Background: an optimization exercise with open tools, aiming at small area, a short achievable clock period and few clock cycles per item. Do not read the settings as production practice. Where RTL was checked, it was by simulation tests only, not by an equivalence proof against the original. The RTL of runs 1 to 3 was laid out without a check of its function. Power and IR drop assume default switching activity.

--- design/flow/design.v ---
`default_nettype none
package vdc_pkg;
    localparam int ADC_W      = 10;
    localparam int ACC_W      = 13;    
    localparam int CNT_W      = 3;
    localparam int FUNC_W     = 2;
    localparam int SW_W       = 4;
    localparam int VAL_W      = 7;
    localparam int DUTY_W     = 7;
    localparam int SEG_W      = 8;
    localparam int PERIOD_W   = 16;
    localparam int PL_W       = 10;    
    localparam int OPD_W      = 11;    
    localparam int CFG_IDX_W  = 3;
    localparam int CFG_DATA_W = 16;
    localparam logic [PERIOD_W-1:0] PERIOD_RST = 16'd25000;
    localparam logic [DUTY_W-1:0]   LEVEL0_RST = 7'd3;
    localparam logic [DUTY_W-1:0]   LEVEL1_RST = 7'd15;
    localparam logic [DUTY_W-1:0]   LEVEL2_RST = 7'd40;
    localparam logic [DUTY_W-1:0]   LEVEL3_RST = 7'd90;
    localparam logic [ACC_W-1:0] ACC_BIAS = 13'd120;
    localparam logic [FUNC_W-1:0] FUNC_SAMPLE  = 2'd0;
    localparam logic [FUNC_W-1:0] FUNC_REFRESH = 2'd1;
    localparam logic [FUNC_W-1:0] FUNC_SWITCH  = 2'd2;
    localparam logic [FUNC_W-1:0] FUNC_NONE    = 2'd3;
    function automatic logic [SEG_W-1:0] refresh_seg(input logic t, input logic [VAL_W-1:0] v);
        case ({t, v})
            8'h00: refresh_seg = 8'h77;
            8'h01: refresh_seg = 8'h41;
            8'h02: refresh_seg = 8'h3B;
            8'h03: refresh_seg = 8'h6B;
            8'h04: refresh_seg = 8'h4D;
            8'h05: refresh_seg = 8'h6E;
            8'h06: refresh_seg = 8'h7E;
            8'h07: refresh_seg = 8'h43;
            8'h08: refresh_seg = 8'h7F;
            8'h09: refresh_seg = 8'h6F;
            8'h0A: refresh_seg = 8'h77;
            8'h0B: refresh_seg = 8'h41;
            8'h0C: refresh_seg = 8'h3B;
            8'h0D: refresh_seg = 8'h6B;
            8'h0E: refresh_seg = 8'h4D;
            8'h0F: refresh_seg = 8'h6E;
            8'h10: refresh_seg = 8'h7E;
            8'h11: refresh_seg = 8'h43;
            8'h12: refresh_seg = 8'h7F;
            8'h13: refresh_seg = 8'h6F;
            8'h14: refresh_seg = 8'h77;
            8'h15: refresh_seg = 8'h41;
            8'h16: refresh_seg = 8'h3B;
            8'h17: refresh_seg = 8'h6B;
            8'h18: refresh_seg = 8'h4D;
            8'h19: refresh_seg = 8'h6E;
            8'h1A: refresh_seg = 8'h7E;
            8'h1B: refresh_seg = 8'h43;
            8'h1C: refresh_seg = 8'h7F;
            8'h1D: refresh_seg = 8'h6F;
            8'h1E: refresh_seg = 8'h77;
            8'h1F: refresh_seg = 8'h41;
            8'h20: refresh_seg = 8'h3B;
            8'h21: refresh_seg = 8'h6B;
            8'h22: refresh_seg = 8'h4D;
            8'h23: refresh_seg = 8'h6E;
            8'h24: refresh_seg = 8'h7E;
            8'h25: refresh_seg = 8'h43;
            8'h26: refresh_seg = 8'h7F;
            8'h27: refresh_seg = 8'h6F;
            8'h28: refresh_seg = 8'h77;
            8'h29: refresh_seg = 8'h41;
            8'h2A: refresh_seg = 8'h3B;
            8'h2B: refresh_seg = 8'h6B;
            8'h2C: refresh_seg = 8'h4D;
            8'h2D: refresh_seg = 8'h6E;
            8'h2E: refresh_seg = 8'h7E;
            8'h2F: refresh_seg = 8'h43;
            8'h30: refresh_seg = 8'h7F;
            8'h31: refresh_seg = 8'h6F;
            8'h32: refresh_seg = 8'h77;
            8'h33: refresh_seg = 8'h41;
            8'h34: refresh_seg = 8'h3B;
            8'h35: refresh_seg = 8'h6B;
            8'h36: refresh_seg = 8'h4D;
            8'h37: refresh_seg = 8'h6E;
            8'h38: refresh_seg = 8'h7E;
            8'h39: refresh_seg = 8'h43;
            8'h3A: refresh_seg = 8'h7F;
            8'h3B: refresh_seg = 8'h6F;
            8'h3C: refresh_seg = 8'h77;
            8'h3D: refresh_seg = 8'h41;
            8'h3E: refresh_seg = 8'h3B;
            8'h3F: refresh_seg = 8'h6B;
            8'h40: refresh_seg = 8'h4D;
            8'h41: refresh_seg = 8'h6E;
            8'h42: refresh_seg = 8'h7E;
            8'h43: refresh_seg = 8'h43;
            8'h44: refresh_seg = 8'h7F;
            8'h45: refresh_seg = 8'h6F;
            8'h46: refresh_seg = 8'h77;
            8'h47: refresh_seg = 8'h41;
            8'h48: refresh_seg = 8'h3B;
            8'h49: refresh_seg = 8'h6B;
            8'h4A: refresh_seg = 8'h4D;
            8'h4B: refresh_seg = 8'h6E;
            8'h4C: refresh_seg = 8'h7E;
            8'h4D: refresh_seg = 8'h43;
            8'h4E: refresh_seg = 8'h7F;
            8'h4F: refresh_seg = 8'h6F;
            8'h50: refresh_seg = 8'h77;
            8'h51: refresh_seg = 8'h41;
            8'h52: refresh_seg = 8'h3B;
            8'h53: refresh_seg = 8'h6B;
            8'h54: refresh_seg = 8'h4D;
            8'h55: refresh_seg = 8'h6E;
            8'h56: refresh_seg = 8'h7E;
            8'h57: refresh_seg = 8'h43;
            8'h58: refresh_seg = 8'h7F;
            8'h59: refresh_seg = 8'h6F;
            8'h5A: refresh_seg = 8'h77;
            8'h5B: refresh_seg = 8'h41;
            8'h5C: refresh_seg = 8'h3B;
            8'h5D: refresh_seg = 8'h6B;
            8'h5E: refresh_seg = 8'h4D;
            8'h5F: refresh_seg = 8'h6E;
            8'h60: refresh_seg = 8'h7E;
            8'h61: refresh_seg = 8'h43;
            8'h62: refresh_seg = 8'h7F;
            8'h63: refresh_seg = 8'h6F;
            8'h64: refresh_seg = 8'h77;
            8'h65: refresh_seg = 8'h41;
            8'h66: refresh_seg = 8'h3B;
            8'h67: refresh_seg = 8'h6B;
            8'h68: refresh_seg = 8'h4D;
            8'h69: refresh_seg = 8'h6E;
            8'h6A: refresh_seg = 8'h7E;
            8'h6B: refresh_seg = 8'h43;
            8'h6C: refresh_seg = 8'h7F;
            8'h6D: refresh_seg = 8'h6F;
            8'h6E: refresh_seg = 8'h77;
            8'h6F: refresh_seg = 8'h41;
            8'h70: refresh_seg = 8'h3B;
            8'h71: refresh_seg = 8'h6B;
            8'h72: refresh_seg = 8'h4D;
            8'h73: refresh_seg = 8'h6E;
            8'h74: refresh_seg = 8'h7E;
            8'h75: refresh_seg = 8'h43;
            8'h76: refresh_seg = 8'h7F;
            8'h77: refresh_seg = 8'h6F;
            8'h78: refresh_seg = 8'h77;
            8'h79: refresh_seg = 8'h41;
            8'h7A: refresh_seg = 8'h3B;
            8'h7B: refresh_seg = 8'h6B;
            8'h7C: refresh_seg = 8'h4D;
            8'h7D: refresh_seg = 8'h6E;
            8'h7E: refresh_seg = 8'h7E;
            8'h7F: refresh_seg = 8'h43;
            8'h80: refresh_seg = 8'hF7;
            8'h81: refresh_seg = 8'hF7;
            8'h82: refresh_seg = 8'hF7;
            8'h83: refresh_seg = 8'hF7;
            8'h84: refresh_seg = 8'hF7;
            8'h85: refresh_seg = 8'hF7;
            8'h86: refresh_seg = 8'hF7;
            8'h87: refresh_seg = 8'hF7;
            8'h88: refresh_seg = 8'hF7;
            8'h89: refresh_seg = 8'hF7;
            8'h8A: refresh_seg = 8'hC1;
            8'h8B: refresh_seg = 8'hC1;
            8'h8C: refresh_seg = 8'hC1;
            8'h8D: refresh_seg = 8'hC1;
            8'h8E: refresh_seg = 8'hC1;
            8'h8F: refresh_seg = 8'hC1;
            8'h90: refresh_seg = 8'hC1;
            8'h91: refresh_seg = 8'hC1;
            8'h92: refresh_seg = 8'hC1;
            8'h93: refresh_seg = 8'hC1;
            8'h94: refresh_seg = 8'hBB;
            8'h95: refresh_seg = 8'hBB;
            8'h96: refresh_seg = 8'hBB;
            8'h97: refresh_seg = 8'hBB;
            8'h98: refresh_seg = 8'hBB;
            8'h99: refresh_seg = 8'hBB;
            8'h9A: refresh_seg = 8'hBB;
            8'h9B: refresh_seg = 8'hBB;
            8'h9C: refresh_seg = 8'hBB;
            8'h9D: refresh_seg = 8'hBB;
            8'h9E: refresh_seg = 8'hEB;
            8'h9F: refresh_seg = 8'hEB;
            8'hA0: refresh_seg = 8'hEB;
            8'hA1: refresh_seg = 8'hEB;
            8'hA2: refresh_seg = 8'hEB;
            8'hA3: refresh_seg = 8'hEB;
            8'hA4: refresh_seg = 8'hEB;
            8'hA5: refresh_seg = 8'hEB;
            8'hA6: refresh_seg = 8'hEB;
            8'hA7: refresh_seg = 8'hEB;
            8'hA8: refresh_seg = 8'hCD;
            8'hA9: refresh_seg = 8'hCD;
            8'hAA: refresh_seg = 8'hCD;
            8'hAB: refresh_seg = 8'hCD;
            8'hAC: refresh_seg = 8'hCD;
            8'hAD: refresh_seg = 8'hCD;
            8'hAE: refresh_seg = 8'hCD;
            8'hAF: refresh_seg = 8'hCD;
            8'hB0: refresh_seg = 8'hCD;
            8'hB1: refresh_seg = 8'hCD;
            8'hB2: refresh_seg = 8'hEE;
            8'hB3: refresh_seg = 8'hEE;
            8'hB4: refresh_seg = 8'hEE;
            8'hB5: refresh_seg = 8'hEE;
            8'hB6: refresh_seg = 8'hEE;
            8'hB7: refresh_seg = 8'hEE;
            8'hB8: refresh_seg = 8'hEE;
            8'hB9: refresh_seg = 8'hEE;
            8'hBA: refresh_seg = 8'hEE;
            8'hBB: refresh_seg = 8'hEE;
            8'hBC: refresh_seg = 8'hFE;
            8'hBD: refresh_seg = 8'hFE;
            8'hBE: refresh_seg = 8'hFE;
            8'hBF: refresh_seg = 8'hFE;
            8'hC0: refresh_seg = 8'hFE;
            8'hC1: refresh_seg = 8'hFE;
            8'hC2: refresh_seg = 8'hFE;
            8'hC3: refresh_seg = 8'hFE;
            8'hC4: refresh_seg = 8'hFE;
            8'hC5: refresh_seg = 8'hFE;
            8'hC6: refresh_seg = 8'hC3;
            8'hC7: refresh_seg = 8'hC3;
            8'hC8: refresh_seg = 8'hC3;
            8'hC9: refresh_seg = 8'hC3;
            8'hCA: refresh_seg = 8'hC3;
            8'hCB: refresh_seg = 8'hC3;
            8'hCC: refresh_seg = 8'hC3;
            8'hCD: refresh_seg = 8'hC3;
            8'hCE: refresh_seg = 8'hC3;
            8'hCF: refresh_seg = 8'hC3;
            8'hD0: refresh_seg = 8'hFF;
            8'hD1: refresh_seg = 8'hFF;
            8'hD2: refresh_seg = 8'hFF;
            8'hD3: refresh_seg = 8'hFF;
            8'hD4: refresh_seg = 8'hFF;
            8'hD5: refresh_seg = 8'hFF;
            8'hD6: refresh_seg = 8'hFF;
            8'hD7: refresh_seg = 8'hFF;
            8'hD8: refresh_seg = 8'hFF;
            8'hD9: refresh_seg = 8'hFF;
            8'hDA: refresh_seg = 8'hEF;
            8'hDB: refresh_seg = 8'hEF;
            8'hDC: refresh_seg = 8'hEF;
            8'hDD: refresh_seg = 8'hEF;
            8'hDE: refresh_seg = 8'hEF;
            8'hDF: refresh_seg = 8'hEF;
            8'hE0: refresh_seg = 8'hEF;
            8'hE1: refresh_seg = 8'hEF;
            8'hE2: refresh_seg = 8'hEF;
            8'hE3: refresh_seg = 8'hEF;
            8'hE4: refresh_seg = 8'hDF;
            8'hE5: refresh_seg = 8'hDF;
            8'hE6: refresh_seg = 8'hDF;
            8'hE7: refresh_seg = 8'hDF;
            8'hE8: refresh_seg = 8'hDF;
            8'hE9: refresh_seg = 8'hDF;
            8'hEA: refresh_seg = 8'hDF;
            8'hEB: refresh_seg = 8'hDF;
            8'hEC: refresh_seg = 8'hDF;
            8'hED: refresh_seg = 8'hDF;
            8'hEE: refresh_seg = 8'hFC;
            8'hEF: refresh_seg = 8'hFC;
            8'hF0: refresh_seg = 8'hFC;
            8'hF1: refresh_seg = 8'hFC;
            8'hF2: refresh_seg = 8'hFC;
            8'hF3: refresh_seg = 8'hFC;
            8'hF4: refresh_seg = 8'hFC;
            8'hF5: refresh_seg = 8'hFC;
            8'hF6: refresh_seg = 8'hFC;
            8'hF7: refresh_seg = 8'hFC;
            8'hF8: refresh_seg = 8'hB6;
            8'hF9: refresh_seg = 8'hB6;
            8'hFA: refresh_seg = 8'hB6;
            8'hFB: refresh_seg = 8'hB6;
            8'hFC: refresh_seg = 8'hB6;
            8'hFD: refresh_seg = 8'hB6;
            8'hFE: refresh_seg = 8'hB6;
            8'hFF: refresh_seg = 8'hB6;             
            default: refresh_seg = 8'h00;
        endcase
    endfunction
endpackage
`default_nettype wire
`default_nettype none
import vdc_pkg::*;
module vdc_cfg (
    input  wire logic                    i_clk,
    input  wire logic                    i_rst_n,
    input  wire logic                    i_cfg_we,
    input  wire logic [CFG_IDX_W-1:0]    i_cfg_idx,
    input  wire logic [CFG_DATA_W-1:0]   i_cfg_data,
    input  wire logic                    i_rotate,
    output      logic [PERIOD_W-1:0]     o_period,
    output      logic [4*DUTY_W-1:0]     o_levels
);
    logic [PERIOD_W-1:0] r_period;
    logic [DUTY_W-1:0]   r_level0, r_level1, r_level2, r_level3;
    always_ff @(posedge i_clk) begin
        if (!i_rst_n) begin
            r_period <= PERIOD_RST;
            r_level0 <= LEVEL0_RST;
            r_level1 <= LEVEL1_RST;
            r_level2 <= LEVEL2_RST;
            r_level3 <= LEVEL3_RST;
        end else begin
            if (i_cfg_we && i_cfg_idx == 3'd0) r_period <= i_cfg_data;
            else if (i_rotate)                 r_period <= {r_period[PERIOD_W-2:0], r_period[PERIOD_W-1]};
            if (i_cfg_we && i_cfg_idx == 3'd1) r_level0 <= i_cfg_data[DUTY_W-1:0];
            if (i_cfg_we && i_cfg_idx == 3'd2) r_level1 <= i_cfg_data[DUTY_W-1:0];
            if (i_cfg_we && i_cfg_idx == 3'd3) r_level2 <= i_cfg_data[DUTY_W-1:0];
            if (i_cfg_we && i_cfg_idx == 3'd4) r_level3 <= i_cfg_data[DUTY_W-1:0];
        end
    end
    assign o_period = r_period;
    assign o_levels = {r_level3, r_level2, r_level1, r_level0};
endmodule
`default_nettype wire
`default_nettype none
import vdc_pkg::*;
module vdc_state (
    input  wire logic                 i_clk,
    input  wire logic                 i_rst_n,
    input  wire logic                 i_load,
    input  wire logic [FUNC_W-1:0]    i_func,
    input  wire logic [PL_W-1:0]      i_pl,
    output      logic [FUNC_W-1:0]    o_op,
    output      logic [OPD_W-1:0]     o_opd
);
    logic [ACC_W-1:0]  r_acc;      
    logic [CNT_W-1:0]  r_count;
    logic              r_volt;     
    logic [FUNC_W-1:0] r_op;
    logic [OPD_W-1:0]  r_opd;
    logic [ACC_W:0]    w_acc_sum;
    logic              w_sample, w_last;
    assign w_acc_sum = (ACC_W+1)'(r_acc) + (ACC_W+1)'(i_pl);
    assign w_sample  = (i_func == FUNC_SAMPLE) && r_volt;
    assign w_last    = (r_count == 3'd7);
    always_ff @(posedge i_clk) begin
        if (!i_rst_n) begin
            r_acc   <= ACC_BIAS;
            r_count <= '0;
            r_volt  <= 1'b1;
        end else if (i_load) begin
            if (w_sample) begin
                r_acc   <= w_last ? ACC_BIAS : w_acc_sum[ACC_W-1:0];
                r_count <= r_count + 3'd1;
            end
            if (i_func == FUNC_SWITCH && i_pl[9:8] != 2'd3)
                r_volt <= (i_pl[9:8] == 2'd0);
        end
    end
    always_ff @(posedge i_clk) begin
        if (i_load) begin
            if (i_func == FUNC_SAMPLE) begin
                r_op  <= (w_sample && w_last) ? FUNC_SAMPLE : FUNC_NONE;
                r_opd <= w_acc_sum[ACC_W:3];
            end else begin
                r_op  <= i_func;
                r_opd <= OPD_W'(i_pl);
            end
        end
    end
    assign o_op  = r_op;
    assign o_opd = r_opd;
endmodule
`default_nettype wire
`default_nettype none
import vdc_pkg::*;
module vdc_out (
    input  wire logic                 i_clk,
    input  wire logic                 i_rst_n,
    input  wire logic                 i_load,
    input  wire logic [FUNC_W-1:0]    i_op,
    input  wire logic [OPD_W-1:0]     i_opd,
    input  wire logic                 i_period_we,   
    input  wire logic [PERIOD_W-1:0]  i_period,
    output      logic                 o_busy,
    output      logic [SEG_W-1:0]     o_seg,
    output      logic [DUTY_W-1:0]    o_duty,
    output      logic [VAL_W-1:0]     o_value,
    output      logic [PERIOD_W-1:0]  o_compare
);
    logic [VAL_W-1:0]  r_value;
    logic              r_toggle;
    logic [DUTY_W-1:0] r_duty;
    logic [SEG_W-1:0]  r_seg;      
    logic [PERIOD_W:0] r_q;
    logic [PERIOD_W-1:0] r_qp;
    logic [6:0]        r_rem;
    logic [5:0]        w_a;
    logic [4:0]        w_b;
    logic              w_ge1;
    logic [VAL_W-1:0]  w_avg_val;
    assign w_a       = i_opd[10:5];
    assign w_b       = i_opd[4:0];
    assign w_ge1     = w_a[5] || (w_b >= ~w_a[4:0]);
    assign w_avg_val = (w_a == 6'd31 && w_b == 5'd31) ? 7'd33 : VAL_W'(w_a) + VAL_W'(w_ge1);
    logic [1:0]        w_mode;
    logic [DUTY_W-1:0] w_lv;
    logic              w_lv_zero, w_lv_full;
    assign w_mode    = i_opd[9:8];
    assign w_lv      = i_opd[DUTY_W-1:0];
    assign w_lv_zero = (w_lv == 7'd0);
    assign w_lv_full = (w_lv >= 7'd100);
    logic w_sw, w_set0, w_setp, w_start;
    assign w_sw    = i_load && (i_op == FUNC_SWITCH);
    assign w_set0  = w_sw && (w_mode == 2'd0 || (w_mode == 2'd2 && w_lv_zero));
    assign w_setp  = w_sw && (w_mode == 2'd1 || (w_mode == 2'd2 && w_lv_full));
    assign w_start = i_period_we || (w_sw && w_mode == 2'd2 && !w_lv_zero && !w_lv_full);
    always_ff @(posedge i_clk) begin
        if (!i_rst_n) begin
            r_value  <= '0;
            r_toggle <= 1'b0;
            r_duty   <= '0;
            r_seg    <= '0;
        end else if (i_load) begin
            case (i_op)
                FUNC_SAMPLE: r_value <= w_avg_val;
                FUNC_REFRESH: begin
                    r_toggle <= !r_toggle;
                    r_seg    <= vdc_pkg::refresh_seg(r_toggle, r_value);
                end
                FUNC_SWITCH: case (w_mode)
                    2'd0: r_duty <= 7'd0;
                    2'd1: r_duty <= 7'd100;
                    2'd2: begin
                        r_duty  <= w_lv_full ? 7'd100 : w_lv;
                        r_value <= w_lv;
                    end
                    default: ;
                endcase
                default: ;
            endcase
        end
    end
    logic [8:0] w_t;
    logic [1:0] w_k;
    logic [8:0] w_rem;
    assign o_busy = !r_q[PERIOD_W];
    assign w_t    = {1'b0, r_rem, 1'b0} + (i_period[PERIOD_W-1] ? {2'b00, r_duty} : 9'd0);
    always_comb begin
        if (w_t >= 9'd200) begin
            w_k   = 2'd2;
            w_rem = w_t - 9'd200;
        end else if (w_t >= 9'd100) begin
            w_k   = 2'd1;
            w_rem = w_t - 9'd100;
        end else begin
            w_k   = 2'd0;
            w_rem = w_t;
        end
    end
    always_ff @(posedge i_clk) begin
        if (!i_rst_n) begin
            r_q <= {1'b1, {PERIOD_W{1'b0}}};
        end else if (w_start) begin
            r_q <= {{PERIOD_W{1'b0}}, 1'b1};
        end else if (w_set0) begin
            r_q <= {1'b1, {PERIOD_W{1'b0}}};
        end else if (w_setp) begin
            r_q <= {1'b1, i_period};
        end else if (o_busy) begin
            r_q <= (w_k == 2'd2) ? {r_qp, 1'b0} : {r_q[PERIOD_W-1:0], w_k[0]};
        end
    end
    always_ff @(posedge i_clk) begin
        if (w_start) begin
            r_qp  <= 16'd2;
            r_rem <= '0;
        end else if (o_busy) begin
            r_qp  <= (w_k == 2'd0) ? {r_q[PERIOD_W-2:0], 1'b1} : {r_qp[PERIOD_W-2:0], w_k[1]};
            r_rem <= w_rem[6:0];
        end
    end
    assign o_seg     = r_seg;
    assign o_duty    = r_duty;
    assign o_value   = r_value;
    assign o_compare = r_q[PERIOD_W-1:0];
endmodule
`default_nettype wire
`default_nettype none
import vdc_pkg::*;
module voltmeter_display_controller_core (
    input  wire logic                           i_clk,
    input  wire logic                           i_rst_n,
    input  wire logic                           i_cfg_we,
    input  wire logic [vdc_pkg::CFG_IDX_W-1:0]  i_cfg_idx,
    input  wire logic [vdc_pkg::CFG_DATA_W-1:0] i_cfg_data,
    input  wire logic                           i_in_valid,
    output      logic                           o_in_ready,
    input  wire logic [vdc_pkg::FUNC_W-1:0]     i_in_func,
    input  wire logic [9:0]                     i_in_sample,
    input  wire logic [vdc_pkg::SW_W-1:0]       i_in_switches,
    output      logic                           o_out_valid,
    input  wire logic                           i_out_ready,
    output      logic [vdc_pkg::SEG_W-1:0]      o_out_segments,
    output      logic                           o_out_digit_high,
    output      logic [vdc_pkg::DUTY_W-1:0]     o_out_duty_percent,
    output      logic [vdc_pkg::PERIOD_W-1:0]   o_out_compare_count,
    output      logic [vdc_pkg::VAL_W-1:0]      o_out_shown_value
);
    logic [PERIOD_W-1:0]  w_period;
    logic [4*DUTY_W-1:0]  w_levels;
    logic                 w_busy;
    logic                 r_m_valid, r_k_valid, r_p_valid, r_s_pend;
    logic                 w_take, w_adv1, w_adv2;
    assign o_out_valid = r_s_pend && !w_busy;
    assign w_adv2      = r_p_valid && !w_busy && (!r_s_pend || i_out_ready);
    assign w_adv1      = r_m_valid && (!r_p_valid || w_adv2);
    assign o_in_ready  = !r_k_valid;
    assign w_take      = i_in_valid && !r_k_valid;
    always_ff @(posedge i_clk) begin
        if (!i_rst_n) begin
            r_m_valid <= 1'b0;
            r_k_valid <= 1'b0;
            r_p_valid <= 1'b0;
            r_s_pend  <= 1'b0;
        end else begin
            if (w_adv1) begin
                r_m_valid <= r_k_valid || w_take;
                r_k_valid <= 1'b0;
            end else if (w_take) begin
                r_m_valid <= 1'b1;
                r_k_valid <= r_m_valid;
            end
            if (w_adv1)      r_p_valid <= 1'b1;
            else if (w_adv2) r_p_valid <= 1'b0;
            if (w_adv2)                          r_s_pend <= 1'b1;
            else if (o_out_valid && i_out_ready) r_s_pend <= 1'b0;
        end
    end
    logic [FUNC_W-1:0]    r_m_func,  r_k_func;
    logic [PL_W-1:0]      r_m_pl,    r_k_pl;
    logic [PL_W-1:0]      w_in_pl;
    logic [DUTY_W-1:0]    w_in_lv;
    assign w_in_lv = w_levels[i_in_switches[3:2]*DUTY_W +: DUTY_W];
    assign w_in_pl = (i_in_func == FUNC_SWITCH) ? {i_in_switches[1:0], 1'b0, w_in_lv}
                                                : i_in_sample;
    always_ff @(posedge i_clk) begin
        if (w_adv1 ? !r_k_valid : !r_m_valid) begin
            r_m_func <= i_in_func;
            r_m_pl   <= w_in_pl;
        end else if (w_adv1) begin
            r_m_func <= r_k_func;
            r_m_pl   <= r_k_pl;
        end
        if (!r_k_valid) begin
            r_k_func <= i_in_func;
            r_k_pl   <= w_in_pl;
        end
    end
    logic w_period_we;
    assign w_period_we = i_cfg_we && (i_cfg_idx == 3'd0);
    vdc_cfg u_cfg (
        .i_clk      (i_clk),
        .i_rst_n    (i_rst_n),
        .i_cfg_we   (i_cfg_we),
        .i_cfg_idx  (i_cfg_idx),
        .i_cfg_data (i_cfg_data),
        .i_rotate   (w_busy),
        .o_period   (w_period),
        .o_levels   (w_levels)
    );
    logic [FUNC_W-1:0]   w_op;
    logic [OPD_W-1:0]    w_opd;
    logic [SEG_W-1:0]    w_seg;
    logic [DUTY_W-1:0]   w_duty;
    logic [VAL_W-1:0]    w_value;
    logic [PERIOD_W-1:0] w_compare;
    vdc_state u_state (
        .i_clk      (i_clk),
        .i_rst_n    (i_rst_n),
        .i_load     (w_adv1),
        .i_func     (r_m_func),
        .i_pl       (r_m_pl),
        .o_op       (w_op),
        .o_opd      (w_opd)
    );
    vdc_out u_out (
        .i_clk       (i_clk),
        .i_rst_n     (i_rst_n),
        .i_load      (w_adv2),
        .i_op        (w_op),
        .i_opd       (w_opd),
        .i_period_we (w_period_we),
        .i_period    (w_period),
        .o_busy      (w_busy),
        .o_seg       (w_seg),
        .o_duty      (w_duty),
        .o_value     (w_value),
        .o_compare   (w_compare)
    );
    assign o_out_segments      = w_seg;
    assign o_out_digit_high    = w_seg[SEG_W-1];
    assign o_out_duty_percent  = w_duty;
    assign o_out_compare_count = w_compare;
    assign o_out_shown_value   = w_value;
endmodule
`default_nettype wire
--- design/flow/flow/run.sh ---
#!/bin/bash
# Standard layout, with the port buffers made from buf_2 cells instead of the
# default choice, and timing repair aiming further below the clock period.
set -euo pipefail
export BUFFER_PORTS_ARGS="-buffer_cell sky130_fd_sc_hd__buf_2"
export SETUP_SLACK_MARGIN=5.4
bash standard.sh > standard.log 2>&1
--- design/flow/standard.sh ---
#!/bin/bash
# synth_recipe.tcl (not shown) runs the flow's synth.tcl, then flattens the netlist and writes it again
# the make line also repeats each setting of config.mk as NAME=value (left out here)
make -C /OpenROAD-flow-scripts/flow DESIGN_CONFIG=/design/flow/config.mk WORK_HOME=/design/flow/orfs CLKGATE_MAP_FILE= SYNTH_SCRIPT=/design/flow/synth_recipe.tcl "${@:-finish}"
--- design/flow/config.mk ---
export PLATFORM = sky130hd
export DESIGN_NAME = voltmeter_display_controller_core
export DESIGN_NICKNAME = voltmeter_display_controller_core
export VERILOG_FILES = /design/flow/design.v
export SDC_FILE = /design/flow/constraint.sdc
export NUM_CORES = 4
export LEC_CHECK = 0
export ABC_CLOCK_PERIOD_IN_PS = 2000
export CAP_MARGIN = 20
export CORE_MARGIN = 2
export CORE_UTILIZATION = 40
export CTS_BUF_LIST = sky130_fd_sc_hd__clkbuf_4 sky130_fd_sc_hd__clkbuf_8
export CTS_CLUSTER_DIAMETER = 60
export CTS_CLUSTER_SIZE = 40
export SLEW_MARGIN = 20
--- design/flow/constraint.sdc ---
create_clock -name core_clock -period 8.0 [get_ports {i_clk}]
set_input_delay 1.6000 -clock core_clock [delete_from_list [all_inputs] [get_ports {i_clk}]]
set_output_delay 1.6000 -clock core_clock [all_outputs]
set_load 0.01 [all_outputs]
==> flow_metrics.py, run 1 <==
metrics = {
    "status": {
        "status": "finished clean",
    },
    "timing": {
        "hold_viol_final": 0,
        "finalCritPeriodShare_pct": 38.6,
        "max_slew.worst_pin.slew_ns": 0.665,
        "fmax_ghz": 0.324,
        "setup_viol": 0,
        "fin_setup_tns_ns": 0,
        "final.min_clock_period_ns": 3.09,
        "slew-limit-headroom_pct": 55.6,
        "grt_setup_unrepaired": "yes",
        "drv_slew": 0,
        "skew_ns": 0.0179,
    },
    "global_routing": {
        "grt.overflow.total": 0,
        "use_met3_pct": 3.54,
        "antenna_found_initial": 0,
        "grt_pass1_wl_mm": 45.3,
        "grt_max_degree": 44,
        "top_usage_layer": "met2",
        "grt.total_usage_pct": 21.5,
        "groute.layer.met1.usage_pct": 30.5,
        "met2_usage_pct": 34.0,
        "grt_pass1_vias": 8532,
    },
    "placement": {
        "portBuffers": 80,
        "gp_congestion": 0.843,
        "dp_hpwl_mm": 16.7,
    },
    "yosys": {
        "syn_inst": 1165,
        "synth_edf_count": 37,
        "ys.flop_type": "dfxtp_1",
        "synth_seq_cells": 165,
        "ys_warn_count": 4,
        "syn-cell-area_um2": 9860,
        "synth.net_count": 1247,
        "synth_cell_type_count": 74,
        "async_flop_share_pct": 0,
        "yosysSeqAreaShare_pct": 37.3,
        "synth_area_per_cell_um2": 8.46,
    },
    "routing": {
        "post_drt_wl_per_cell_um": 17.7,
        "num_vias": 9014,
        "ant_nets": 0,
        "wirelength_mm": 28.6,
        "vias_per_cell": 5.57,
        "drtIter0Drc": 730,
        "drc": 0,
        "drtPass1Iterations": 5,
    },
    "die": {
        "ios": 81,
        "start_util_pct": 40.7,
        "core_area_um2": 24200,
        "dieHeight_um": 161,
        "die_x_um": 161,
        "die_area_um2": 25900,
        "rows": 57,
    },
    "final_layout": {
        "fillers": 2263,
        "area_growth_pct": 27.9,
        "fin_nets": 1362,
        "final_layout_size_suffix_gt1_share_pct": 29.6,
        "n_antenna_cell": 0,
    },
    "critical_path": {
        "cp_top_family": "compound AO/OA/AOI/OAI gates",
        "critPathRequiredTime_ns": 8.35,
        "crit_path_max_fanout": 8,
        "path_cells": "and2_4 > ha_4 > fa_2 > a211oi_4 > nor2_4 > xor2_4 > o311ai_4 > a22o_4 > mux2i_2 > mux2i_1 > o21ai_1",
        "max_stage_delay_ns": 0.45,
        "slowest_stage": "o311ai_4",
        "crit_path_start": "u_cfg.r_period[15]",
        "crit_buf_inv": 0,
        "arrival_ns": 3.44,
        "setup.worst_path.end_class": "flip-flop",
        "start_kind": "flip-flop",
        "worstSetupPathType": "reg -> reg",
        "rr_startpoint": "u_cfg.r_period[15]",
    },
    "clocking": {
        "numCtsBuffers": 17,
        "cts_tree": "yes",
        "cts_sinks": 165,
        "clkTransAtPathRegs_ns": 0.10,
        "clock_path_buffers": 2,
        "clkLatencyLatePin_ns": 0.47,
        "cts_root_buf": "clkbuf_8",
        "cts_max_level": 4,
    },
    "power_and_ir_drop": {
        "p_leak_uw": 0.00518,
        "peakVddDrop_mv": 0.173,
        "p_per_area_nw_per_um2": 189,
        "finalPower_uw": 2380,
    },
    "worst_hold_path": {
        "min_from": "u_out.r_seg[0]",
        "min-delay-path-class": "reg -> reg",
    },
    "run": {
        "drv_cap": 0,
    },
}
## through the flow
stage | cell area, um2 | worst slack (ns) | util [%] | hold WS, ns | instances
final | 12600 | 4.91 | 52.0 | 0.450 | 1617
after global routing | 12600 | 4.82 | 52.0 | 0.483 | 1617
after CTS | 12000 | 4.96 | 49.6 | 0.457 | 1579
after detailed placement | 10600 | 4.09 | 43.6 | 0.443 | 1488
after global placement | 10600 | 4.16 | 43.6 | 0.439 | 1488
after floorplan | 10200 | 4.85 | - | 0.433 | 1165
## where the power goes
part	switching [uW]	total, uW	internal [uW]
combinational	392	765	373
clock	366	632	266
sequential	62.0	985	923
## cells in the final DEF (no fill, tap or decap), types with 8 or more instances in the layout
| cell type | count |
|---|---|
| a211oi_1 | 31 |
| a21oi_1 | 85 |
| a22oi_1 | 25 |
| and2_1 | 25 |
| buf_12 | 8 |
| buf_2 | 64 |
| buf_4 | 76 |
| buf_6 | 24 |
| bufbuf_16 | 8 |
| clkbuf_8 | 17 |
| dfxtp_1 | 93 |
| dfxtp_2 | 22 |
| dfxtp_4 | 13 |
| edfxtp_1 | 37 |
| ha_1 | 30 |
| inv_1 | 17 |
| mux2_2 | 10 |
| mux2_4 | 22 |
| mux2i_1 | 44 |
| nand2_1 | 171 |
| nand3_1 | 31 |
| nor2_1 | 81 |
| nor2b_1 | 12 |
| nor3_1 | 22 |
| o211ai_1 | 15 |
| o21ai_0 | 56 |
| o21ai_1 | 20 |
| o22ai_1 | 10 |
| xnor2_1 | 11 |
| xor2_1 | 8 |
## kinds of logic (layout without fill, tap and decap cells)
group | after synthesis | count (layout) | synth area share [%]
DFF | 165 | 165 | 37.3
and+or+nand+nor | 408 | 408 | 18.8
adders and majority gates | 42 | 42 | 5.48
AOI/OAI and AO/OA | 322 | 324 | 20.9
xor gates and xnor gates | 22 | 22 | 1.95
muxes | 85 | 85 | 9.96
buffers and inverters | 121 | 247 | 5.60
## flip-flops by register name, indices dropped and copies added, names as in the netlist, 2 cells and up
signal / flops
r_k_pl: 10
u_state.r_opd: 11
r_k_func: 2
u_out.r_duty: 7
u_cfg.r_level1: 7
u_out.r_value: 7
u_state.r_op: 2
r_m_pl: 10
u_cfg.r_level0: 7
u_cfg.r_period: 16
u_state.r_count: 3
u_out.r_rem: 7
r_m_func: 2
u_state.r_acc: 13
u_cfg.r_level2: 7
u_out.r_seg: 8
u_out.r_qp: 16
u_out.r_q: 17
u_cfg.r_level3: 7
## synthesized netlist by cell type, drive strengths merged, types with 4 or more instances
cell type	n	area [um2]
xnor2	11	96.3
xor2	11	96.3
a221oi	4	52.6
clkinv	6	22.5
nand2	175	657
nor2	88	335
and2	30	188
a31oi	7	43.8
or3	4	25.0
nand2b	9	56.3
mux4	7	158
o22ai	10	62.6
ha	40	500
edfxtp	37	1110
or2	6	37.5
dfxtp	128	2560
o311ai	4	35.0
nor3	23	115
and3	6	37.5
a311oi	4	35.0
a211oi	35	268
o211ai	15	113
mux2	32	364
inv	24	90.1
nand3	34	170
clkbuf	63	236
nor2b	17	114
a21o	7	52.6
mux2i	46	460
buf	28	203
o21ai	83	419
a21boi	4	30.0
o221ai	6	52.6
a22oi	25	188
nand3b	4	30.0
nor4	5	31.3
a21oi	89	449
## final timing paths
path                                        to  slack, ns  depth (start not counted)
worst max-delay path            u_out.r_rem[5]       4.91                         11
worst min-delay path            u_out.r_seg[0]       0.45                          2
worst max register to register  u_out.r_rem[5]       4.91                         11
worst min register to register  u_out.r_seg[0]       0.45                          2
## layer usage
| metal | share of wire [%] | vias up |
|---|---|---|
| li1 | - | 4416 |
| met1 | 47 | 4277 |
| met2 | 46 | 273 |
| met3 | 5.2 | 48 |
| met4 | 1.8 | 0 |
| met5 | 0 | - |
## worst register-to-register path: stages (launching register included)
cell and delay (ns):
dfxtp_4 0.39, and2_4 0.15, ha_4 0.16, fa_2 0.41
a211oi_4 0.28, nor2_4 0.09, xor2_4 0.21, o311ai_4 0.45
a22o_4 0.30, mux2i_2 0.27, mux2i_1 0.20, o21ai_1 0.07
## area by class of cell
class	count	area [um2]	share of cell area, %
clock inverters	15	179	1.42
inverters	30	153	1.21
flip-flops and latches	165	3750	29.7
well taps	324	405	3.22
clock buffers	17	234	1.86
repair buffers	185	1670	13.2
multi-input cells	881	6220	49.3
## what timing repair did
action / CTS / global route
gates cloned: 11 / 1
setup buffers: 48 / 37
hold buffers: 0 / 0
setup endpoints to repair: 146 / 86
pin swaps: 15 / 40
gates resized for setup: 117 / 73
==> inputs of run 2 (changes only) <==
--- a/design/flow/design.v
+++ b/design/flow/design.v
@@ -381,6 +381,7 @@
     input  wire logic                 i_period_we,   
     input  wire logic [PERIOD_W-1:0]  i_period,
     output      logic                 o_busy,
+    output      logic                 o_rotate,   
     output      logic [SEG_W-1:0]     o_seg,
     output      logic [DUTY_W-1:0]    o_duty,
     output      logic [VAL_W-1:0]     o_value,
@@ -442,8 +443,12 @@
     logic [8:0] w_t;
     logic [1:0] w_k;
     logic [8:0] w_rem;
-    assign o_busy = !r_q[PERIOD_W];
-    assign w_t    = {1'b0, r_rem, 1'b0} + (i_period[PERIOD_W-1] ? {2'b00, r_duty} : 9'd0);
+    logic [1:0] r_kq;
+    logic       w_step;
+    assign o_busy   = !r_q[PERIOD_W];
+    assign w_step   = o_busy && !r_q[PERIOD_W-1];
+    assign o_rotate = w_step;
+    assign w_t      = {1'b0, r_rem, 1'b0} + (i_period[PERIOD_W-1] ? {2'b00, r_duty} : 9'd0);
     always_comb begin
         if (w_t >= 9'd200) begin
             w_k   = 2'd2;
@@ -460,21 +465,28 @@
         if (!i_rst_n) begin
             r_q <= {1'b1, {PERIOD_W{1'b0}}};
         end else if (w_start) begin
-            r_q <= {{PERIOD_W{1'b0}}, 1'b1};
+            r_q <= '0;
         end else if (w_set0) begin
             r_q <= {1'b1, {PERIOD_W{1'b0}}};
         end else if (w_setp) begin
             r_q <= {1'b1, i_period};
         end else if (o_busy) begin
-            r_q <= (w_k == 2'd2) ? {r_qp, 1'b0} : {r_q[PERIOD_W-1:0], w_k[0]};
+            r_q <= r_kq[1] ? {r_qp, 1'b0} : {r_q[PERIOD_W-1:0], r_kq[0]};
         end
     end
     always_ff @(posedge i_clk) begin
         if (w_start) begin
-            r_qp  <= 16'd2;
-            r_rem <= '0;
+            r_qp <= 16'd1;
         end else if (o_busy) begin
-            r_qp  <= (w_k == 2'd0) ? {r_q[PERIOD_W-2:0], 1'b1} : {r_qp[PERIOD_W-2:0], w_k[1]};
+            r_qp <= (r_kq == 2'd0) ? {r_q[PERIOD_W-2:0], 1'b1} : {r_qp[PERIOD_W-2:0], r_kq[1]};
+        end
+    end
+    always_ff @(posedge i_clk) begin
+        if (w_start) begin
+            r_kq  <= 2'd1;
+            r_rem <= '0;
+        end else if (w_step) begin
+            r_kq  <= w_k;
             r_rem <= w_rem[6:0];
         end
     end
@@ -507,7 +519,7 @@
 );
     logic [PERIOD_W-1:0]  w_period;
     logic [4*DUTY_W-1:0]  w_levels;
-    logic                 w_busy;
+    logic                 w_busy, w_rotate;
     logic                 r_m_valid, r_k_valid, r_p_valid, r_s_pend;
     logic                 w_take, w_adv1, w_adv2;
     assign o_out_valid = r_s_pend && !w_busy;
@@ -563,7 +575,7 @@
         .i_cfg_we   (i_cfg_we),
         .i_cfg_idx  (i_cfg_idx),
         .i_cfg_data (i_cfg_data),
-        .i_rotate   (w_busy),
+        .i_rotate   (w_rotate),
         .o_period   (w_period),
         .o_levels   (w_levels)
     );
@@ -591,6 +603,7 @@
         .i_period_we (w_period_we),
         .i_period    (w_period),
         .o_busy      (w_busy),
+        .o_rotate    (w_rotate),
         .o_seg       (w_seg),
         .o_duty      (w_duty),
         .o_value     (w_value),
==> design/flow/flow/run.sh (replaced) <==
#!/bin/bash
# Standard layout, with the port buffers made from buf_2 cells instead of the
# default choice, and timing repair aiming further below the clock period.
set -euo pipefail
export BUFFER_PORTS_ARGS="-buffer_cell sky130_fd_sc_hd__buf_2"
export SETUP_SLACK_MARGIN=5.3
bash standard.sh > standard.log 2>&1
==> flow_metrics.py, run 2 <==
metrics = {
    "status": {
        "status": "finished clean",
    },
    "clocking": {
        "cts_max_level": 4,
        "clkTransAtPathRegs_ns": 0.09,
        "cts_sinks": 167,
        "cts_root_buf": "clkbuf_8",
        "clock_path_buffers": 2,
        "numCtsBuffers": 17,
        "cts_tree": "yes",
        "clkLatencyLatePin_ns": 0.47,
    },
    "critical_path": {
        "path_cells": "and2_4 > ha_4 > fa_2 > a211o_1 > o21a_4 > buf_6 > a31o_1 > a21oi_2 > a211oi_4 > buf_4 > o22ai_2 > and3_1 > nor3_2",
        "slowest_stage": "fa_2",
        "r2r_setup_slack_ns": 5.09,
        "critPathRequiredTime_ns": 8.35,
        "max_stage_delay_ns": 0.39,
        "worstSetupPathType": "reg -> reg",
        "start_kind": "flip-flop",
        "arrival_ns": 3.26,
        "rr_startpoint": "u_cfg.r_period[15]",
        "ff2ff_path_depth": 13,
        "crit_path_max_fanout": 7,
        "setup.worst_path.end_class": "flip-flop",
        "r2r-end": "u_out.r_rem[6]",
    },
    "yosys": {
        "synth_cell_type_count": 77,
        "synth_common_cells": "nand2_1 (201), nor2_1 (153), a21oi_1 (143)",
        "synth_seq_cells": 167,
        "synth_edf_count": 37,
        "async_flop_share_pct": 0,
        "yosysMostFrequentCell": "nand2_1",
        "ys_warn_count": 4,
        "yosysSeqAreaShare_pct": 37.0,
        "synth.net_count": 1345,
        "ys.flop_type": "dfxtp_1",
        "synth_area_per_cell_um2": 7.95,
        "synth_top_area_cell": "dfxtp_1",
        "yosys-top-cells-area": "dfxtp_1 (26%), edfxtp_1 (11%), nand2_1 (7.5%)",
        "syn_inst": 1263,
        "synth_top_area_share_pct": 25.9,
        "syn-cell-area_um2": 10000,
    },
    "worst_hold_path": {
        "min_from": "u_out.r_seg[6]",
        "worstHoldEndpoint": "u_out.r_seg[6]",
        "holdPathStages": 2,
        "min-delay-path-class": "reg -> reg",
    },
    "die": {
        "start_util_pct": 41.1,
        "dieHeight_um": 162,
        "rows": 57,
        "die_x_um": 162,
        "die_area_um2": 26400,
        "core_area_um2": 24500,
        "ios": 81,
    },
    "final_layout": {
        "area_growth_pct": 21.4,
        "mostFrequentLayoutCell": "nand2_1",
        "final_cell_mix": "nand2_1 (199), nor2_1 (146), a21oi_1 (138)",
        "final_area_um2": 12200,
        "n_antenna_cell": 0,
        "fin_nets": 1428,
        "final_layout_size_suffix_gt1_share_pct": 24.7,
        "largestRegisters": "u_out.r_q: 17 flops, u_cfg.r_period: 16 flops, u_out.r_qp: 16 flops",
        "utilization_pct": 49.8,
        "top_register": "u_out.r_q",
        "largest_reg_flops": 17,
    },
    "power_and_ir_drop": {
        "p_per_area_nw_per_um2": 184,
        "peakVddDrop_mv": 0.100,
        "finalPower_uw": 2240,
        "p_clk_share_pct": 29.1,
        "seq_power_share_pct": 43.9,
        "combPwrFrac_pct": 27.0,
        "power.internal_uw": 1510,
        "power.share.switching_pct": 32.7,
        "p_leak_uw": 0.00477,
        "netSwitchingPower_uw": 734,
    },
    "global_routing": {
        "grt_max_degree": 66,
        "grt.total_usage_pct": 21.5,
        "grt_pass1_vias": 8703,
        "antenna_found_initial": 0,
        "grt.overflow.total": 0,
        "grt_pass1_wl_mm": 45.7,
    },
    "routing": {
        "vias_per_cell": 5.69,
        "drtPass1Iterations": 6,
        "drc": 0,
        "wirelength_mm": 29.3,
        "post_drt_wl_per_cell_um": 17.4,
        "ant_nets": 0,
        "drtIter0Drc": 702,
        "num_vias": 9576,
    },
    "timing": {
        "drv_slew": 0,
        "slew-limit-headroom_pct": 31.8,
        "grt_setup_unrepaired": "yes",
        "final.min_clock_period_ns": 2.91,
        "skew_ns": 0.0161,
        "hold_viol_final": 0,
        "setup_viol": 0,
        "fin_setup_tns_ns": 0,
        "fmax_ghz": 0.343,
        "holdWs_ns": 0.454,
        "max_slew.worst_pin.slew_ns": 1.02,
        "finalCritPeriodShare_pct": 36.4,
    },
    "run": {
        "drv_cap": 0,
    },
    "placement": {
        "dp_hpwl_mm": 17.9,
        "portBuffers": 80,
        "place_area_um2": 10600,
        "gp_congestion": 0.869,
    },
}
[run 2: cell type report]
type / instances / area [um2]
clock buffer: 17 / 234
fill: 2304 / 12300
multi-input combinational: 968 / 6200
tap: 324 / 405
sequential: 167 / 3760
clock inverter: 15 / 189
inverter: 31 / 131
timing repair buffer: 161 / 1270
[run 2: critical path, delay by kind of cell (launching register included)]
family / cells / cell delay [ns]
and+or+nand+nor: 3 / 0.43
DFF: 1 / 0.38
adders and majority gates: 2 / 0.54
buffers and inverters: 2 / 0.26
AOI/OAI and AO/OA: 6 / 1.19
[run 2: how the worst max path moves through the flow]
stage                             startpoint                 to  slack, ns
final                     u_cfg.r_period[15]     u_out.r_rem[6]       5.09
after global routing      u_cfg.r_period[15]     u_out.r_rem[2]       5.00
after floorplan                  i_out_ready  u_state.r_acc[10]       4.92
after global placement               i_rst_n  u_state.r_acc[12]       4.46
after detailed placement             i_rst_n  u_state.r_acc[12]       4.45
after CTS                 u_cfg.r_period[15]     u_out.r_rem[2]       5.10
[run 2: timing repair]
item | in CTS | in global routing
setup buffers | 31 | 37
hold endpoints to repair | 0 | 0
resized for setup | 65 | 48
gates cloned | 6 | 6
hold buffers | 0 | 0
pin swaps | 12 | 21
endpoints found under the setup margin | 68 | 59
[run 2: per-stage QoR]
step,worst slack (ns),instances
2_1_floorplan,4.92,1263
3_3_place_gp,4.46,1571
3_5_place_dp,4.45,1571
4_1_cts,5.10,1640
5_1_grt,5.00,1683
6_report,5.09,1683
[run 2: logic make-up after synthesis]
group / count (synthesis) / synth area share (%)
AND/OR/NAND/NOR: 490 / 21.1
adder cells (fa/ha/maj): 42 / 5.38
AO/OA/AOI/OAI: 353 / 21.7
buffers and inverters: 134 / 5.88
multiplexers: 58 / 7.20
flip-flops: 167 / 37.0
XOR/XNOR: 19 / 1.73
[run 2: metal layers]
layer  global-route usage [%]  wire [um]
met1                     30.5      13400
met2                     33.1      13400
met3                     3.36       1900
met4                     7.64        664
met5                        0          0
[run 2: power by group through the flow]
stage	sequential, uW	clock, uW	combinational [uW]
floorplan	974	0	369
global placement	1010	0	443
detailed placement	1010	0	449
CTS	983	667	550
global route	992	708	659
finish	985	654	605
==> inputs of run 3 (changes only) <==
--- a/design/flow/design.v
+++ b/design/flow/design.v
@@ -413,7 +413,7 @@
     assign w_sw    = i_load && (i_op == FUNC_SWITCH);
     assign w_set0  = w_sw && (w_mode == 2'd0 || (w_mode == 2'd2 && w_lv_zero));
     assign w_setp  = w_sw && (w_mode == 2'd1 || (w_mode == 2'd2 && w_lv_full));
-    assign w_start = i_period_we || (w_sw && w_mode == 2'd2 && !w_lv_zero && !w_lv_full);
+    assign w_start = (i_period_we && r_duty != 7'd0) || (w_sw && w_mode == 2'd2 && !w_lv_zero && !w_lv_full);
     always_ff @(posedge i_clk) begin
         if (!i_rst_n) begin
             r_value  <= '0;
==> design/flow/flow/run.sh (replaced) <==
#!/bin/bash
# Standard layout, with the port buffers made from buf_2 cells instead of the
# default choice, and timing repair aiming further below the clock period.
set -euo pipefail
export BUFFER_PORTS_ARGS="-buffer_cell sky130_fd_sc_hd__buf_2"
export SETUP_SLACK_MARGIN=5
bash standard.sh > standard.log 2>&1
==> flow_metrics.py, run 3 <==
metrics = {
    "timing": {
        "holdWs_ns": 0.458,
        "hold_viol_final": 0,
        "grt_setup_unrepaired": "yes",
        "fin_ws_ns": 4.98,
        "skew_ns": 0.0175,
        "final.min_clock_period_ns": 3.02,
        "drv_slew": 0,
        "finalCritPeriodShare_pct": 37.7,
        "setup_viol": 0,
        "slew-limit-headroom_pct": 28.5,
        "fin_setup_tns_ns": 0,
        "fmax_ghz": 0.331,
        "max_slew.worst_pin.slew_ns": 1.07,
    },
    "placement": {
        "placed_cells": 1563,
        "portBuffers": 80,
        "gp_congestion": 0.864,
        "dp_hpwl_mm": 17.2,
        "dpl_worst_slack_ns": 4.25,
    },
    "yosys": {
        "yosysMostFrequentCell": "nand2_1",
        "synth_edf_count": 37,
        "synth_cell_type_count": 75,
        "synth_top_area_cell": "dfxtp_1",
        "syn-cell-area_um2": 10100,
        "synth_common_cells": "nand2_1 (180), nor2_1 (157), a21oi_1 (135)",
        "yosysSeqAreaShare_pct": 36.9,
        "yosys-top-cells-area": "dfxtp_1 (26%), edfxtp_1 (11%), a21oi_1 (6.7%)",
        "ys_warn_count": 4,
        "synth_area_per_cell_um2": 8.08,
        "synth_top_area_share_pct": 25.9,
        "ys.flop_type": "dfxtp_1",
        "synth_seq_cells": 167,
        "syn_inst": 1245,
        "synth.net_count": 1327,
        "async_flop_share_pct": 0,
    },
    "routing": {
        "vias_per_cell": 5.52,
        "ant_nets": 0,
        "wirelength_mm": 25.8,
        "num_vias": 8924,
        "post_drt_wl_per_cell_um": 16.0,
        "drc": 0,
        "drtPass1Iterations": 4,
        "drtIter0Drc": 625,
    },
    "final_layout": {
        "area_growth_pct": 13.8,
        "top_register": "u_out.r_q",
        "n_antenna_cell": 0,
        "mostFrequentLayoutCell": "nand2_1",
        "fillers": 2542,
        "final_layout_size_suffix_gt1_share_pct": 18.8,
        "largestRegisters": "u_out.r_q: 17 flops, u_cfg.r_period: 16 flops, u_out.r_qp: 16 flops",
        "multi_input_area_um2": 6020,
        "fin_cells": 1617,
        "largest_reg_flops": 17,
        "regArea_um2": 3740,
        "final_cell_mix": "nand2_1 (180), nor2_1 (153), a21oi_1 (134)",
        "fin_nets": 1356,
    },
    "power_and_ir_drop": {
        "p_leak_uw": 0.00452,
        "p_per_area_nw_per_um2": 214,
        "peakVddDrop_mv": 0.136,
    },
    "clocking": {
        "clock_path_buffers": 2,
        "clkLatencyLatePin_ns": 0.46,
        "clkTransAtPathRegs_ns": 0.10,
        "cts_tree": "yes",
        "cts_root_buf": "clkbuf_8",
        "ctsHoldBuffers": 0,
        "cts_sinks": 167,
        "numCtsBuffers": 17,
        "cts_max_level": 4,
    },
    "critical_path": {
        "critPathRequiredTime_ns": 6.40,
        "crit_path_max_fanout": 31,
        "max_stage_delay_ns": 0.50,
        "worstSetupPathType": "reg -> out",
        "start_kind": "flip-flop",
        "setup.worst_path.end_class": "primary output",
        "rr_startpoint": "u_cfg.r_period[15]",
        "arrival_ns": 1.42,
        "slowest_stage": "dfxtp_4",
        "crit_path_start": "u_out.r_value[2]",
        "path_cells": "buf_6 > buf_2",
    },
    "global_routing": {
        "grt.total_usage_pct": 19.5,
        "grt_pass1_vias": 8142,
        "grt_max_degree": 45,
        "grt.overflow.total": 0,
        "grt_pass1_wl_mm": 42.0,
        "antenna_found_initial": 0,
    },
    "die": {
        "rows": 58,
        "start_util_pct": 40.3,
        "ios": 81,
        "core_area_um2": 25000,
        "die_area_um2": 26400,
        "die_x_um": 163,
        "dieHeight_um": 163,
    },
    "worst_hold_path": {
        "min-delay-path-class": "reg -> reg",
        "min_from": "u_cfg.r_level2[4]",
    },
    "run": {
        "drv_cap": 0,
    },
    "status": {
        "status": "finished clean",
    },
}
-- run 3: worst paths after layout --
check,end,slack [ns],cells after the start
setup / recovery,o_out_shown_value[2],4.98,2
hold / removal,u_cfg.r_level2[4],0.46,2
setup reg to reg,u_out.r_rem[5],5.03,13
hold reg to reg,u_cfg.r_level2[4],0.46,2
-- run 3: cells by family after synthesis --
group	share of synthesized area (%)
multiplexers	8.50
XOR/XNOR	1.90
flip-flops	36.9
buffers and inverters	5.64
adder cells (fa/ha/maj)	5.37
AO/OA/AOI/OAI	21.3
AND/OR/NAND/NOR	20.4
-- run 3: per-layer routing --
| metal | global-route usage (%) | wire length [um] |
|---|---|---|
| met4 | 5.27 | 306 |
| met5 | 0 | 0 |
| met1 | 28.2 | 12700 |
| met2 | 30.8 | 11800 |
| met3 | 2.52 | 1030 |
-- run 3: critical path: cells and delay by family (launching register included) --
kind | cells | cell delay (ns)
flip-flops | 1 | 0.50
buffers and inverters | 2 | 0.46
-- run 3: what timing repair did --
action | 4_1_cts | 5_1_grt
setup endpoints to repair | 38 | 32
pin swaps | 10 | 16
gates resized for setup | 28 | 31
setup buffers | 9 | 11
gates cloned | 2 | 0
-- run 3: power breakdown --
| part | leakage [uW] | internal [uW] | switching (uW) |
|---|---|---|---|
| clock network | 0.000228 | 354 | 334 |
| logic | 0.00285 | 317 | 390 |
| registers | 0.00144 | 957 | 94.0 |
-- run 3: final cells by class --
| class | instances | area share [%] |
|---|---|---|
| well taps | 330 | 3.61 |
| inverters | 27 | 0.983 |
| flip-flops and latches | 167 | 32.6 |
| clock inverters | 14 | 1.84 |
| repair buffers | 111 | 6.29 |
| clock buffers | 18 | 2.11 |
| multi-input cells | 950 | 52.6 |
-- run 3: per-stage QoR --
stage	power [uW]	area, um2	util, %
3_5_place_dp	1650	10500	42.2
5_1_grt	2580	11500	45.9
6_report	2450	11500	45.9
2_1_floorplan	1510	10200	-
4_1_cts	2390	11200	44.9
3_3_place_gp	1640	10500	42.2
==> inputs of run 4 (changes only) <==
--- a/design/flow/design.v
+++ b/design/flow/design.v
@@ -392,7 +392,6 @@
     logic [DUTY_W-1:0] r_duty;
     logic [SEG_W-1:0]  r_seg;      
     logic [PERIOD_W:0] r_q;
-    logic [PERIOD_W-1:0] r_qp;
     logic [6:0]        r_rem;
     logic [5:0]        w_a;
     logic [4:0]        w_b;
@@ -444,6 +443,11 @@
     logic [1:0] w_k;
     logic [8:0] w_rem;
     logic [1:0] r_kq;
+    logic [PERIOD_W-1:0] w_inc;      
+    always_comb begin
+        for (int i = 0; i < PERIOD_W; i++)
+            w_inc[i] = r_kq[1] && (&(r_q[PERIOD_W-1:0] | (16'hffff << i)));
+    end
     logic       w_step;
     assign o_busy   = !r_q[PERIOD_W];
     assign w_step   = o_busy && !r_q[PERIOD_W-1];
@@ -465,20 +469,13 @@
         if (!i_rst_n) begin
             r_q <= {1'b1, {PERIOD_W{1'b0}}};
         end else if (w_start) begin
-            r_q <= '0;
+            r_q <= '0;      
         end else if (w_set0) begin
             r_q <= {1'b1, {PERIOD_W{1'b0}}};
         end else if (w_setp) begin
             r_q <= {1'b1, i_period};
         end else if (o_busy) begin
-            r_q <= r_kq[1] ? {r_qp, 1'b0} : {r_q[PERIOD_W-1:0], r_kq[0]};
-        end
-    end
-    always_ff @(posedge i_clk) begin
-        if (w_start) begin
-            r_qp <= 16'd1;
-        end else if (o_busy) begin
-            r_qp <= (r_kq == 2'd0) ? {r_q[PERIOD_W-2:0], 1'b1} : {r_qp[PERIOD_W-2:0], r_kq[1]};
+            r_q <= {r_q[PERIOD_W-1:0] ^ w_inc, r_kq[0]};
         end
     end
     always_ff @(posedge i_clk) begin
--- a/design/flow/config.mk
+++ b/design/flow/config.mk
@@ -8,7 +8,7 @@
 export ABC_CLOCK_PERIOD_IN_PS = 2000
 export CAP_MARGIN = 20
 export CORE_MARGIN = 2
-export CORE_UTILIZATION = 40
+export CORE_UTILIZATION = 60
 export CTS_BUF_LIST = sky130_fd_sc_hd__clkbuf_4 sky130_fd_sc_hd__clkbuf_8
 export CTS_CLUSTER_DIAMETER = 60
 export CTS_CLUSTER_SIZE = 40
==> flow_metrics.py, run 4 <==
metrics = {
    "routing": {
        "drtPass1Iterations": 5,
        "vias_per_cell": 5.94,
        "drtIter0Drc": 634,
        "wirelength_mm": 22.9,
        "drc": 0,
        "post_drt_wl_per_cell_um": 16.6,
        "ant_nets": 0,
        "num_vias": 8185,
    },
    "status": {
        "status": "finished clean",
    },
    "global_routing": {
        "grt.overflow.total": 0,
        "grt_pass1_vias": 7423,
        "grt_pass1_wl_mm": 37.3,
        "grt_max_degree": 93,
        "antenna_found_initial": 0,
        "grt.total_usage_pct": 27.8,
    },
    "clocking": {
        "clock_path_buffers": 2,
        "numCtsBuffers": 17,
        "cts_root_buf": "clkbuf_8",
        "cts_tree": "yes",
        "cts_max_level": 4,
        "clkLatencyLatePin_ns": 0.44,
        "clkTransAtPathRegs_ns": 0.07,
        "cts_sinks": 151,
    },
    "critical_path": {
        "max_stage_delay_ns": 0.39,
        "critPathRequiredTime_ns": 8.31,
        "slowest_stage": "or3_4",
        "setup.worst_path.end_class": "flip-flop",
        "arrival_ns": 3.30,
        "crit_path_max_fanout": 6,
        "cp_common_cell": "ha_4",
        "start_kind": "flip-flop",
        "worstSetupPathType": "reg -> reg",
        "path_cells": "and2_4 > ha_4 > a211oi_4 > nor2_2 > or2_4 > ha_4 > inv_2 > a21oi_2 > a22o_1 > a21o_4 > or3_4 > a21oi_1 > a2111oi_4",
    },
    "final_layout": {
        "top_register": "u_out.r_q",
        "area_growth_pct": 12.2,
        "multi_input_area_um2": 5710,
        "n_antenna_cell": 0,
        "regArea_um2": 3400,
        "largestRegisters": "u_out.r_q: 17 flops, u_cfg.r_period: 16 flops, u_state.r_acc: 13 flops",
        "mostFrequentLayoutCell": "nand2_1",
        "fin_nets": 1237,
        "final_layout_size_suffix_gt1_share_pct": 19.1,
        "largest_reg_flops": 17,
        "fin_cells": 1377,
        "final_cell_mix": "nand2_1 (172), dfxtp_1 (109), nor2_1 (83)",
        "fillers": 1294,
    },
    "placement": {
        "portBuffers": 80,
        "placed_cells": 1330,
        "dp_hpwl_mm": 15.9,
        "gp_congestion": 0.918,
    },
    "yosys": {
        "synth_seq_cells": 151,
        "yosysSeqAreaShare_pct": 36.1,
        "synth_cell_type_count": 81,
        "ys_warn_count": 4,
        "syn-cell-area_um2": 9390,
        "synth.net_count": 1197,
        "synth_edf_count": 37,
        "async_flop_share_pct": 0,
        "syn_inst": 1114,
        "synth_top_area_share_pct": 24.3,
        "yosysMostFrequentCell": "nand2_1",
        "synth_top_area_cell": "dfxtp_1",
        "ys.flop_type": "dfxtp_1",
        "yosys-top-cells-area": "dfxtp_1 (24%), edfxtp_1 (12%), nand2_1 (6.9%)",
        "synth_area_per_cell_um2": 8.43,
        "synth_common_cells": "nand2_1 (173), dfxtp_1 (114), nor2_1 (86)",
    },
    "timing": {
        "hold_viol_final": 0,
        "final.min_clock_period_ns": 3.00,
        "max_slew.worst_pin.slew_ns": 0.890,
        "slew-limit-headroom_pct": 40.6,
        "setup_viol": 0,
        "fin_setup_tns_ns": 0,
        "drv_slew": 0,
        "grt_setup_unrepaired": "yes",
        "finalCritPeriodShare_pct": 37.5,
        "skew_ns": 0.0128,
        "fmax_ghz": 0.334,
    },
    "run": {
        "drv_cap": 0,
    },
    "power_and_ir_drop": {
        "p_per_area_nw_per_um2": 192,
        "peakVddDrop_mv": 0.169,
        "p_leak_uw": 0.00438,
    },
    "die": {
        "die_x_um": 129,
        "die_area_um2": 16700,
        "ios": 81,
        "core_area_um2": 15300,
        "rows": 45,
        "start_util_pct": 61.5,
        "dieHeight_um": 129,
    },
    "worst_hold_path": {
        "min-delay-path-class": "reg -> reg",
    },
}
==> run 4: changes by cell type after synthesis, moves of 16 or more <==
cell | previous run | this run
a21boi_0 | 4 | 21
a21oi_1 | 135 | 57
a221oi_1 | 2 | 18
dfxtp_1 | 130 | 114
nor2_1 | 157 | 86
nor2b_1 | 14 | 37
o21ai_0 | 77 | 58
==> run 4: metal layers <==
layer  share of wire [%]  GRT usage, %  up-vias
met5                   0             0        -
met4                 1.9          9.34        0
met3                 4.5          3.63       34
li1                    -             -     4060
met1                  47          39.8     3863
met2                  46          43.9      228
==> run 4: what timing repair did <==
item                       4_1_cts  5_1_grt
setup endpoints to repair       43       28
gates resized for setup         13       22
buffers inserted                 4       12
gates cloned                     0        0
hold buffers                     0        0
pin swaps                        4       18
==> run 4: area by class of cell <==
| type | count | area share [%] |
|---|---|---|
| Multi-Input combinational cell | 846 | 54.2 |
| Clock buffer | 22 | 2.70 |
| Timing Repair Buffer | 105 | 5.72 |
| Clock inverter | 9 | 1.20 |
| Tap cell | 211 | 2.51 |
| Inverter | 33 | 1.35 |
| Sequential cell | 151 | 32.3 |
==> run 4: cells by family (layout without fill, tap and decap cells) <==
| logic type | count (synthesis) | in the layout | synth area share [%] |
|---|---|---|---|
| adder cells (fa/ha/maj) | 43 | 43 | 5.89 |
| buffers and inverters | 117 | 169 | 5.38 |
| AND/OR/NAND/NOR | 422 | 422 | 20.6 |
| XOR/XNOR | 36 | 36 | 3.36 |
| AO/OA/AOI/OAI | 289 | 289 | 21.4 |
| flip-flops | 151 | 151 | 36.1 |
| multiplexers | 56 | 56 | 7.24 |
==> run 4: critical path: cells and delay by family, from the launching register on <==
kind	cells	cell delay (ns)
AOI/OAI and AO/OA	6	1.10
adders and majority gates	2	0.39
DFF	1	0.37
buffers and inverters	1	0.06
and+or+nand+nor	4	0.95
==> run 4: report_power, final <==
group | total (uW) | switching, uW | internal (uW)
registers | 885 | 48.1 | 837
clock network | 607 | 274 | 332
logic | 530 | 290 | 240
total | 2020 | 612 | 1410
==> run 4: path summary, 6_finish.rpt <==
kind | end | slack (ns) | depth (start not counted) | startpoint
hold reg to reg | u_out.r_seg[1] | 0.47 | 2 | u_out.r_seg[1]
setup reg to reg | u_out.r_rem[5] | 5.00 | 13 | u_cfg.r_period[15]
hold / removal | u_out.r_seg[1] | 0.47 | 2 | u_out.r_seg[1]
setup / recovery | u_out.r_rem[5] | 5.00 | 13 | u_cfg.r_period[15]
==> run 4: metrics by stage <==
| step | util (%) | total power, uW | setup slack (ns) | area, um2 | hold WS (ns) |
|---|---|---|---|---|---|
| 2_1_floorplan | - | 1260 | 4.87 | 9570 | 0.436 |
| 3_3_place_gp | 64.6 | 1350 | 4.33 | 9860 | 0.450 |
| 3_5_place_dp | 64.6 | 1360 | 4.25 | 9860 | 0.458 |
| 4_1_cts | 67.8 | 1970 | 4.87 | 10300 | 0.469 |
| 5_1_grt | 69.0 | 2120 | 4.92 | 10500 | 0.483 |
| 6_report | 69.0 | 2020 | 5.00 | 10500 | 0.468 |
Testbench counts of run 4, summed over its fixed seeds: cycles 17,396, items 16,046.

-- re-timing with driven ports --
The flow's constraints put no driver on any port. The routed layouts listed below were extracted and timed again, unchanged, in two steps.
Step 1 sets driving cells, clkbuf_16 on the clock port and buf_2 on the other inputs (assumed; they add their load-dependent delay and slew).
Step 2, shift: input delay + t, output delay - t, t = (earliest + latest rising clock arrival at the registers) / 2. This alone moves slack from input paths to output paths.
a / b / c = no drivers / after step 1 / after step 2; a / b = the first two.
run	shift t [ns]	setup WS [ns]	worst data-port slew with drivers (ns)
run 1	0.500	4.913 / 4.913 / 4.805	0.06
run 2	0.497	5.087 / 5.087 / 4.812	0.07
run 3	0.486	4.981 / 4.946 / 4.578	0.08
run 4	0.475	5.004 / 5.004 / 4.642	0.05
After both steps every run listed still meets setup and hold. The setup slack of run 3, which loses most, moves by -0.035 ns with the drivers and by -0.403 ns with both steps.
